What follows belongs to an exercise in optimizing a design on an open flow for small area, a short achievable clock period and few clock cycles per item; a production flow would make more cautious choices.
Only simulation tests tie the RTL to the original design; equivalence was not proved.
Power figures rest on the tool's default switching activity, not on a simulated workload.

## flow/config.mk

```make
export PLATFORM = sky130hd
export DESIGN_NAME = adc_scan_scale_smooth
export DESIGN_NICKNAME = adc_scan_scale_smooth
export VERILOG_FILES = /design/flow/design.v
export SDC_FILE = /design/flow/constraint.sdc
export NUM_CORES = 4
export LEC_CHECK = 0
export CAP_MARGIN = 20
export CORE_MARGIN = 2
export CORE_UTILIZATION = 40
export SLEW_MARGIN = 20
```

## flow/constraint.sdc

```tcl
create_clock -name core_clock -period 9.5 [get_ports {clock}]
set_input_delay 1.9000 -clock core_clock [delete_from_list [all_inputs] [get_ports {clock}]]
set_output_delay 1.9000 -clock core_clock [all_outputs]
set_load 0.01 [all_outputs]
```

## flow/design.v

```verilog
`timescale 1ns / 1ps
package adcsss_pkg;
   localparam logic [1:0] CH_TEMP = 2'd0;
   localparam logic [1:0] CH_VOLT = 2'd1;
   localparam logic [1:0] CH_CURR = 2'd2;
   localparam logic [7:0] MUX_TEMP = 8'h42;
   localparam logic [7:0] MUX_VOLT = 8'h03;
   localparam logic [7:0] MUX_CURR = 8'h04;
   localparam logic [13:0]        MV_PER_LSB_Q16 = 14'd10000;
   localparam logic [31:0]        TEMP_ROUND     = 32'h0000_0800;
   localparam logic signed [32:0] KELVIN_Q16     = 33'sd17901158;
   localparam logic signed [51:0] GAIN_ROUND     = 52'sd128;
   localparam logic signed [51:0] SMOOTH_ROUND   = 52'sd32768;
   localparam logic [16:0]        ALPHA_ONE      = 17'd65536;
   localparam logic [15:0]        VOLTAGE_GAIN_RST   = 16'd768;
   localparam logic [15:0]        CURRENT_GAIN_RST   = 16'd128;
   localparam logic signed [23:0] VOLTAGE_BIAS_RST   = 24'sd0;
   localparam logic signed [23:0] CURRENT_BIAS_RST   = 24'sd0;
   localparam logic [16:0]        TEMP_ALPHA_RST     = 17'd13107;
   localparam logic [16:0]        VOLTAGE_ALPHA_RST  = 17'd13107;
   localparam logic [16:0]        CURRENT_ALPHA_RST  = 17'd655;
   localparam logic [31:0]        TEMP_CAL_RST       = 32'd0;
   typedef enum logic [2:0] {
      REG_VOLTAGE_GAIN  = 3'd0,
      REG_CURRENT_GAIN  = 3'd1,
      REG_VOLTAGE_BIAS  = 3'd2,
      REG_CURRENT_BIAS  = 3'd3,
      REG_TEMP_ALPHA    = 3'd4,
      REG_VOLTAGE_ALPHA = 3'd5,
      REG_CURRENT_ALPHA = 3'd6,
      REG_TEMP_CAL      = 3'd7
   } reg_index_type;
   typedef struct packed {
      logic [15:0]        voltage_gain;
      logic [15:0]        current_gain;
      logic signed [23:0] voltage_bias;
      logic signed [23:0] current_bias;
      logic [16:0]        temp_alpha;
      logic [16:0]        voltage_alpha;
      logic [16:0]        current_alpha;
      logic [31:0]        temp_calibration;
   } cfg_type;
   typedef enum logic [2:0] {
      ST_IDLE,
      ST_SCALE,
      ST_VALUE,
      ST_SMOOTH,
      ST_UPDATE
   } state_type;
   typedef struct packed {
      logic load;
      logic scale;
      logic value;
      logic smooth;
      logic commit;
   } cmd_type;
endpackage
`timescale 1ns / 1ps
module adcsss_csr (
   input  logic                clock,
   input  logic                reset,
   input  logic                csr_we,
   input  logic [2:0]          csr_index,
   input  logic [31:0]         csr_wdata,
   output adcsss_pkg::cfg_type cfg
);
   adcsss_pkg::cfg_type cfg_ff;
   adcsss_pkg::cfg_type cfg_in;
   always_comb begin
      cfg_in = cfg_ff;
      if (csr_we) begin
         unique case (csr_index)
            adcsss_pkg::REG_VOLTAGE_GAIN:  cfg_in.voltage_gain     = csr_wdata[15:0];
            adcsss_pkg::REG_CURRENT_GAIN:  cfg_in.current_gain     = csr_wdata[15:0];
            adcsss_pkg::REG_VOLTAGE_BIAS:  cfg_in.voltage_bias     = csr_wdata[23:0];
            adcsss_pkg::REG_CURRENT_BIAS:  cfg_in.current_bias     = csr_wdata[23:0];
            adcsss_pkg::REG_TEMP_ALPHA:    cfg_in.temp_alpha       = csr_wdata[16:0];
            adcsss_pkg::REG_VOLTAGE_ALPHA: cfg_in.voltage_alpha    = csr_wdata[16:0];
            adcsss_pkg::REG_CURRENT_ALPHA: cfg_in.current_alpha    = csr_wdata[16:0];
            adcsss_pkg::REG_TEMP_CAL:      cfg_in.temp_calibration = csr_wdata;
            default: cfg_in = cfg_ff;
         endcase
      end
   end
   always_ff @(posedge clock) begin
      if (reset) begin
         cfg_ff.voltage_gain     <= adcsss_pkg::VOLTAGE_GAIN_RST;
         cfg_ff.current_gain     <= adcsss_pkg::CURRENT_GAIN_RST;
         cfg_ff.voltage_bias     <= adcsss_pkg::VOLTAGE_BIAS_RST;
         cfg_ff.current_bias     <= adcsss_pkg::CURRENT_BIAS_RST;
         cfg_ff.temp_alpha       <= adcsss_pkg::TEMP_ALPHA_RST;
         cfg_ff.voltage_alpha    <= adcsss_pkg::VOLTAGE_ALPHA_RST;
         cfg_ff.current_alpha    <= adcsss_pkg::CURRENT_ALPHA_RST;
         cfg_ff.temp_calibration <= adcsss_pkg::TEMP_CAL_RST;
      end else begin
         cfg_ff <= cfg_in;
      end
   end
   assign cfg = cfg_ff;
endmodule
`timescale 1ns / 1ps
module adcsss_ctrl (
   input  logic                clock,
   input  logic                reset,
   input  logic                req_valid,
   output logic                req_ready,
   output logic                rsp_valid,
   input  logic                rsp_ready,
   output adcsss_pkg::cmd_type cmd
);
   adcsss_pkg::state_type state_ff;
   adcsss_pkg::state_type state_in;
   logic                  rsp_valid_ff;
   logic                  rsp_valid_in;
   always_ff @(posedge clock) begin
      if (reset) begin
         state_ff     <= adcsss_pkg::ST_IDLE;
         rsp_valid_ff <= 1'b0;
      end else begin
         state_ff     <= state_in;
         rsp_valid_ff <= rsp_valid_in;
      end
   end
   always_comb begin
      state_in     = state_ff;
      cmd          = '0;
      req_ready    = 1'b0;
      rsp_valid_in = rsp_valid_ff && !rsp_ready;
      unique case (state_ff)
         adcsss_pkg::ST_IDLE: begin
            req_ready = 1'b1;
            if (req_valid) begin
               cmd.load = 1'b1;
               state_in = adcsss_pkg::ST_SCALE;
            end
         end
         adcsss_pkg::ST_SCALE: begin
            cmd.scale = 1'b1;
            state_in  = adcsss_pkg::ST_VALUE;
         end
         adcsss_pkg::ST_VALUE: begin
            cmd.value = 1'b1;
            state_in  = adcsss_pkg::ST_SMOOTH;
         end
         adcsss_pkg::ST_SMOOTH: begin
            cmd.smooth = 1'b1;
            state_in   = adcsss_pkg::ST_UPDATE;
         end
         adcsss_pkg::ST_UPDATE: begin
            if (!rsp_valid_ff || rsp_ready) begin
               cmd.commit   = 1'b1;
               rsp_valid_in = 1'b1;
               state_in     = adcsss_pkg::ST_IDLE;
            end
         end
         default: begin
            state_in = adcsss_pkg::ST_IDLE;
         end
      endcase
   end
   assign rsp_valid = rsp_valid_ff;
endmodule
`timescale 1ns / 1ps
module adcsss_dp (
   input  logic                clock,
   input  logic                reset,
   input  adcsss_pkg::cmd_type cmd,
   input  adcsss_pkg::cfg_type cfg,
   input  logic [13:0]         req_sample,
   output logic [1:0]          rsp_channel,
   output logic signed [31:0]  rsp_smoothed_value,
   output logic [7:0]          rsp_next_mux
);
   function automatic logic signed [31:0] sat32(input logic signed [51:0] x);
      logic signed [31:0] r;
      if (x[51:31] == {21{x[51]}}) begin
         r = x[31:0];
      end else if (x[51]) begin
         r = {1'b1, 31'd0};
      end else begin
         r = {1'b0, {31{1'b1}}};
      end
      sat32 = r;
   endfunction
   logic [1:0]         ch_ff;
   logic [1:0]         ch_in;
   logic [1:0]         chn;
   logic               is_temp;
   logic signed [31:0] avg_ff [0:2];
   logic signed [31:0] avg_cur;
   logic signed [33:0] opa_ff;
   logic signed [33:0] opa_in;
   logic signed [51:0] prod_ff;
   logic signed [33:0] mul_a;
   logic signed [17:0] mul_b;
   logic signed [51:0] mul_p;
   logic [27:0]        mv;
   logic signed [33:0] vsum;
   logic [31:0]        tdiff;
   logic [31:0]        tround;
   logic signed [32:0] tval;
   logic signed [51:0] gval;
   logic signed [31:0] value;
   logic signed [32:0] diff;
   logic [16:0]        alpha_raw;
   logic [16:0]        alpha;
   logic [15:0]        gain;
   logic signed [23:0] bias;
   logic signed [51:0] acc;
   logic signed [31:0] avg_new;
   logic [7:0]         mux_next;
   logic [1:0]         rsp_channel_ff;
   logic signed [31:0] rsp_value_ff;
   logic [7:0]         rsp_mux_ff;
   assign chn     = (ch_ff == 2'd3) ? adcsss_pkg::CH_TEMP : ch_ff;
   assign is_temp = (chn == adcsss_pkg::CH_TEMP);
   assign avg_cur = avg_ff[chn];
   always_comb begin
      unique case (chn)
         adcsss_pkg::CH_VOLT: begin
            gain      = cfg.voltage_gain;
            bias      = cfg.voltage_bias;
            alpha_raw = cfg.voltage_alpha;
            ch_in     = adcsss_pkg::CH_CURR;
            mux_next  = adcsss_pkg::MUX_CURR;
         end
         adcsss_pkg::CH_CURR: begin
            gain      = cfg.current_gain;
            bias      = cfg.current_bias;
            alpha_raw = cfg.current_alpha;
            ch_in     = adcsss_pkg::CH_TEMP;
            mux_next  = adcsss_pkg::MUX_TEMP;
         end
         default: begin
            gain      = cfg.voltage_gain;
            bias      = cfg.voltage_bias;
            alpha_raw = cfg.temp_alpha;
            ch_in     = adcsss_pkg::CH_VOLT;
            mux_next  = adcsss_pkg::MUX_VOLT;
         end
      endcase
   end
   assign alpha = alpha_raw[16] ? adcsss_pkg::ALPHA_ONE : alpha_raw;
   assign mv    = 28'(req_sample) * 28'(adcsss_pkg::MV_PER_LSB_Q16);
   assign vsum  = $signed({6'd0, mv}) + $signed({{2{bias[23]}}, bias, 8'd0});
   assign tdiff = {16'd0, cfg.temp_calibration[31:16]} - {20'd0, req_sample[13:2]};
   assign mul_a = opa_ff;
   always_comb begin
      if (cmd.smooth) begin
         mul_b = $signed({1'b0, alpha});
      end else if (is_temp) begin
         mul_b = $signed({2'd0, cfg.temp_calibration[15:0]});
      end else begin
         mul_b = $signed({2'd0, gain});
      end
   end
   assign mul_p = mul_a * mul_b;
   assign tround = prod_ff[31:0] + adcsss_pkg::TEMP_ROUND;
   assign tval   = $signed({1'b0, tround[27:12], 16'd0}) - adcsss_pkg::KELVIN_Q16;
   assign gval   = (prod_ff + adcsss_pkg::GAIN_ROUND) >>> 8;
   assign value  = is_temp ? sat32({{19{tval[32]}}, tval}) : sat32(gval);
   assign diff   = {value[31], value} - {avg_cur[31], avg_cur};
   always_comb begin
      if (cmd.load) begin
         opa_in = is_temp ? $signed({2'd0, tdiff}) : vsum;
      end else if (cmd.value) begin
         opa_in = {diff[32], diff};
      end else begin
         opa_in = opa_ff;
      end
   end
   assign acc     = $signed({{4{avg_cur[31]}}, avg_cur, 16'd0}) + prod_ff
                    + adcsss_pkg::SMOOTH_ROUND;
   assign avg_new = sat32(acc >>> 16);
   always_ff @(posedge clock) begin
      if (reset) begin
         ch_ff     <= adcsss_pkg::CH_TEMP;
         avg_ff[0] <= '0;
         avg_ff[1] <= '0;
         avg_ff[2] <= '0;
      end else if (cmd.commit) begin
         ch_ff       <= ch_in;
         avg_ff[chn] <= avg_new;
      end
   end
   always_ff @(posedge clock) begin
      opa_ff <= opa_in;
      if (cmd.scale || cmd.smooth) begin
         prod_ff <= mul_p;
      end
      if (cmd.commit) begin
         rsp_channel_ff <= chn;
         rsp_value_ff   <= avg_new;
         rsp_mux_ff     <= mux_next;
      end
   end
   assign rsp_channel        = rsp_channel_ff;
   assign rsp_smoothed_value = rsp_value_ff;
   assign rsp_next_mux       = rsp_mux_ff;
endmodule
`timescale 1ns / 1ps
module adc_scan_scale_smooth (
   input  logic                clock,
   input  logic                reset,
   input  logic                req_valid,
   output logic                req_ready,
   input  logic [13:0]         req_sample,
   output logic                rsp_valid,
   input  logic                rsp_ready,
   output logic [1:0]          rsp_channel,
   output logic signed [31:0]  rsp_smoothed_value,
   output logic [7:0]          rsp_next_mux,
   input  logic                csr_we,
   input  logic [2:0]          csr_index,
   input  logic [31:0]         csr_wdata
);
   adcsss_pkg::cfg_type cfg;
   adcsss_pkg::cmd_type cmd;
   adcsss_csr u_csr (
      .clock     (clock),
      .reset     (reset),
      .csr_we    (csr_we),
      .csr_index (csr_index),
      .csr_wdata (csr_wdata),
      .cfg       (cfg)
   );
   adcsss_ctrl u_ctrl (
      .clock     (clock),
      .reset     (reset),
      .req_valid (req_valid),
      .req_ready (req_ready),
      .rsp_valid (rsp_valid),
      .rsp_ready (rsp_ready),
      .cmd       (cmd)
   );
   adcsss_dp u_dp (
      .clock              (clock),
      .reset              (reset),
      .cmd                (cmd),
      .cfg                (cfg),
      .req_sample         (req_sample),
      .rsp_channel        (rsp_channel),
      .rsp_smoothed_value (rsp_smoothed_value),
      .rsp_next_mux       (rsp_next_mux)
   );
endmodule
```

## flow/run.sh

```bash
#!/bin/bash
# synth_recipe.tcl (not shown) runs the flow's synth.tcl, then flattens the netlist and writes it again
# the make line also repeats each setting of config.mk as NAME=value (left out here)
make -C /OpenROAD-flow-scripts/flow DESIGN_CONFIG=/design/flow/config.mk WORK_HOME=/design/flow/orfs CLKGATE_MAP_FILE= SYNTH_SCRIPT=/design/flow/synth_recipe.tcl finish
```

==> run summary <==
[cells by family (layout without fill, tap and decap cells)]
logic type	count (synthesis)	in the layout	share of synthesized area, %
xor+xnor	204	204	4.00
compound gates	699	699	9.70
other cells	1	4	0.00839
flops	413	413	24.0
simple gates	1622	1622	16.6
buf+inv	1022	1060	8.72
mux	99	99	3.22
fa+ha+maj	862	862	33.7
[final timing paths]
path	endpoint	slack, ps	startpoint
max	u_dp.opa_ff[32]	600	u_dp.prod_ff[11]
min	u_csr.cfg_ff[140]	450	u_csr.cfg_ff[140]
max reg2reg	u_dp.opa_ff[32]	600	u_dp.prod_ff[11]
min reg2reg	u_csr.cfg_ff[140]	450	u_csr.cfg_ff[140]
[layout make-up]
type	count	area [sq um]	area share (%)
clock buffer	59	1330	2.70
clock inverter	28	348	0.706
inverter	787	2950	5.99
multi-input combinational	3490	30400	61.7
sequential	413	10700	21.7
tap	1488	1860	3.78
timing repair buffer	186	1650	3.35
[sequential cells by signal, indices dropped and copies added, names as in the netlist]
signal               flops
u_dp.rsp_channel_ff      2
u_dp.opa_ff             33
u_dp.ch_ff               2
u_csr.cfg_ff           163
u_dp.avg_ff            128
u_dp.rsp_mux_ff          4
u_dp.rsp_value_ff       32
u_dp.prod_ff            45
u_ctrl.rsp_valid_ff      1
u_ctrl.state_ff          3
[cells in the final DEF (no fill, tap or decap), types with 139 or more instances in the layout]
master    netlist  routed
edfxtp_1      244     244
inv_1         786     786
nand2_1       794     793
nor2_1        289     286
a21oi_1       311     311
and2_1        239     240
dfxtp_1       169     169
xnor2_1       139     139
ha_1          291     288
fa_1          571     571
[tightest hold or removal path, delay by kind of cell, from the launching register on]
family           cells  cell delay (ps)
AO/OA/AOI/OAI        1               50
flip-flops           1              300
AND/OR/NAND/NOR      1               50
[through the flow]
step                instances  hold slack (ps)  util [%]  instance area, sq um
floorplan                4925              433         -                 44700
global route             6451              469      44.5                 49300
detailed placement       6364              443      43.0                 47600
CTS                      6451              452      44.5                 49300
finish                   6451              451      44.5                 49300
global placement         6363              438      43.0                 47600
[per-layer routing]
metal | track usage [%] | share of wire (%) | vias to the layer above
li1 | - | - | 15800
met1 | 28.9 | 43 | 16800
met2 | 35.6 | 47 | 928
met3 | 3.38 | 6.2 | 192
met4 | 7.26 | 3.4 | 0
met5 | 0 | 0 | -
[power groups by stage]
stage | clock, mW | sequential (mW) | combinational, mW
floorplan | 0 | 2.37 | 3.80
global placement | 0 | 2.69 | 5.07
detailed placement | 0 | 2.69 | 5.11
CTS | 1.98 | 2.66 | 5.16
global route | 2.05 | 2.68 | 5.75
finish | 1.95 | 2.66 | 5.16
==> run_results.csv <==
group,metric,value,unit
run_status,status,"finished clean",
sta,max_freq,112,MHz
critical_path,critPathMaxStageDelay,840,ps
pwr,power,9.77,mW
critical_path,critPathSlowestCell,"a2111oi_0",
grt,grt_pass1_wl,194,mm
logic_synthesis,synth_most_common_cell,"nand2_1",
grt,grt_overflow,0,
grt,track_usage,21.6,%
place,place_ws,596,ps
die,die_w,338,um
sta,maxSlewViolCount,0,
die,die-area,0.114,sq mm
grt,grt_pass1_vias,34200,
logic_synthesis,synthTopCellsByCount,"nand2_1, inv_1, fa_1",
place,gp_congestion,0.934,
pwr,ir_worst_vdd,0.000158,V
finish,nets,5841,
sta,fin_crit_sh,93.7,%
route,drtPass1Iterations,6,
clock_tree,cts_tree,"done",
die,die_h,338,um
sta,finalWorstSetupSlack,598,ps
logic_synthesis,ys_seq_area_share,24.0,%
critical_path,path_depth,24,
route,avgRoutedWirePerCell,19.1,um
finish,num_antenna_cells,0,
min_path,hp-class,"register to register",
pwr,seqPwrFrac,27.3,%
grt,grt_max_degree,92,
die,start_util,40.4,%
clock_tree,cts_buffer_depth,3,
sta,worst_slew_pin_slew,1080,ps
route,ant_nets,0,
clock_tree,htreeDepth,2,
logic_synthesis,netlist_area,0.0447,sq mm
sta,fin_crit,8900,ps
route,wl,123,mm
pwr,netSwitchingPower,4.36,mW
clock_tree,worstSkewPairLatency,600,ps
die,core.rowCount,122,
pwr,clockPowerShare,19.9,%
sta,setup-violations-final,0,
logic_synthesis,synthArstFlopShare,0,%
critical_path,worstPathMaxFanout,16,
grt,antenna_found_initial,1,
critical_path,worstPathRequired,9890,ps
sta,skew,29.4,ps
route,via_count,33700,
critical_path,worst-path-buf-inv,0,
clock_tree,cts_buffers,47,
sta,relSlewSlack,28.1,%
logic_synthesis,syn_inst,4922,
finish,drive_above_1_share,6.23,%
logic_synthesis,synth_edf_count,244,
place,numPortBuffers,93,
pwr,p_leak,22.0,nW
logic_synthesis,synth.avg_cell_area,9.08,sq um
place,dp.final_hpwl,94.7,mm
clock_tree,post_cts_buffers,0,
critical_path,path_cells,"ha_1 > nand3_1 > nor4_2 > nand4_1 > nor2_1 > xor2_1 > o21ai_0 > a22o_1 > nor3_2 > nor3_2 > a21oi_1 > o21ai_0 > ha_1 > nor2b_1 > o21ai_1 > a21o_1 > a32oi_1 > a2111oi_0 > o31ai_1 > a221oi_1 > o21ai_1 > a2111oi_0 > nor3_1 > o31ai_1",
finish,area_delta_synth_final,10.3,%
clock_tree,clockRootBuffer,"clkbuf_16",
critical_path,crit_family,"compound AO/OA/AOI/OAI gates",
critical_path,r2r.worst_path.cells,24,
logic_synthesis,netlist_top_cells_area,"fa_1, edfxtp_1, ha_1",
pwr,powerDensity,198,mW/mm^2
clock_tree,cts.reportedPaths.clkPinSlew,60,ps
pwr,switching_share,44.6,%
route,routed_via_density,5.22,
die,io_pins,98,
pwr,p_int,5.41,mW
pwr,power_frac_comb,52.8,%
clock_tree,cts_resized,0,
die,core_area,0.111,sq mm
logic_synthesis,synth_seq_cells,413,
flow_run,cap_violations,0,
clock_tree,cts.sinks,413,
route,initialDrtViolationCount,2334,
sta,grt_setup_unrepaired,"false",
sta,hold_viol,0,
logic_synthesis,yosys_warnings,3,
clock_tree,ctsHoldBuffers,0,
sta,totalNegativeSetupSlack,0,ps
critical_path,startpoint_type,"register",
logic_synthesis,yosysUniqueCellTypes,92,
critical_path,worstSetupPathType,"register to register",
critical_path,cp-end-kind,"register",
logic_synthesis,synth_top_cell_area_share,25.6,%
logic_synthesis,synth_top_cell_by_area,"fa_1",
logic_synthesis,ys.flop_type,"edfxtp_1",
finish,fillers,10700,
min_path,min_delay_path_depth,2,
route,drcViolationCount,0,
critical_path,crit_arrival,9290,ps
Testbench counts, summed over its fixed seeds: cycles 24,008, samples 4,800.

[afterwards: timing with drivers on the ports]
No port has a modelled driver above. Below, the same layout with a new extraction and two added sets of constraints. Step 1 (the two cells are an assumption about what drives the block):
set clk [get_ports {clock}]
set_driving_cell -lib_cell sky130_fd_sc_hd__clkbuf_16 $clk
set_driving_cell -lib_cell sky130_fd_sc_hd__buf_2 [delete_from_list [all_inputs] $clk]
Step 2 times the ports against the registers' clock, not the clock port: input delays grow and output delays shrink by t, the midpoint of the rising clock arrivals with the driver on. Three values: no drivers, after step 1, after step 2; two values: the first two.
t (ns): 0.659
setup slack, ns: 0.598 / 0.598 / 0.502
hold WS [ns]: 0.451 / 0.451 / 0.451
latest minus earliest clock arrival (ns): 0.029 / 0.029
worst slew at a driven data input, ns: 0.04
After both steps setup and hold are still met in this run. The setup slack of this run moves by 0.000 ns with the drivers and by -0.096 ns with both steps.
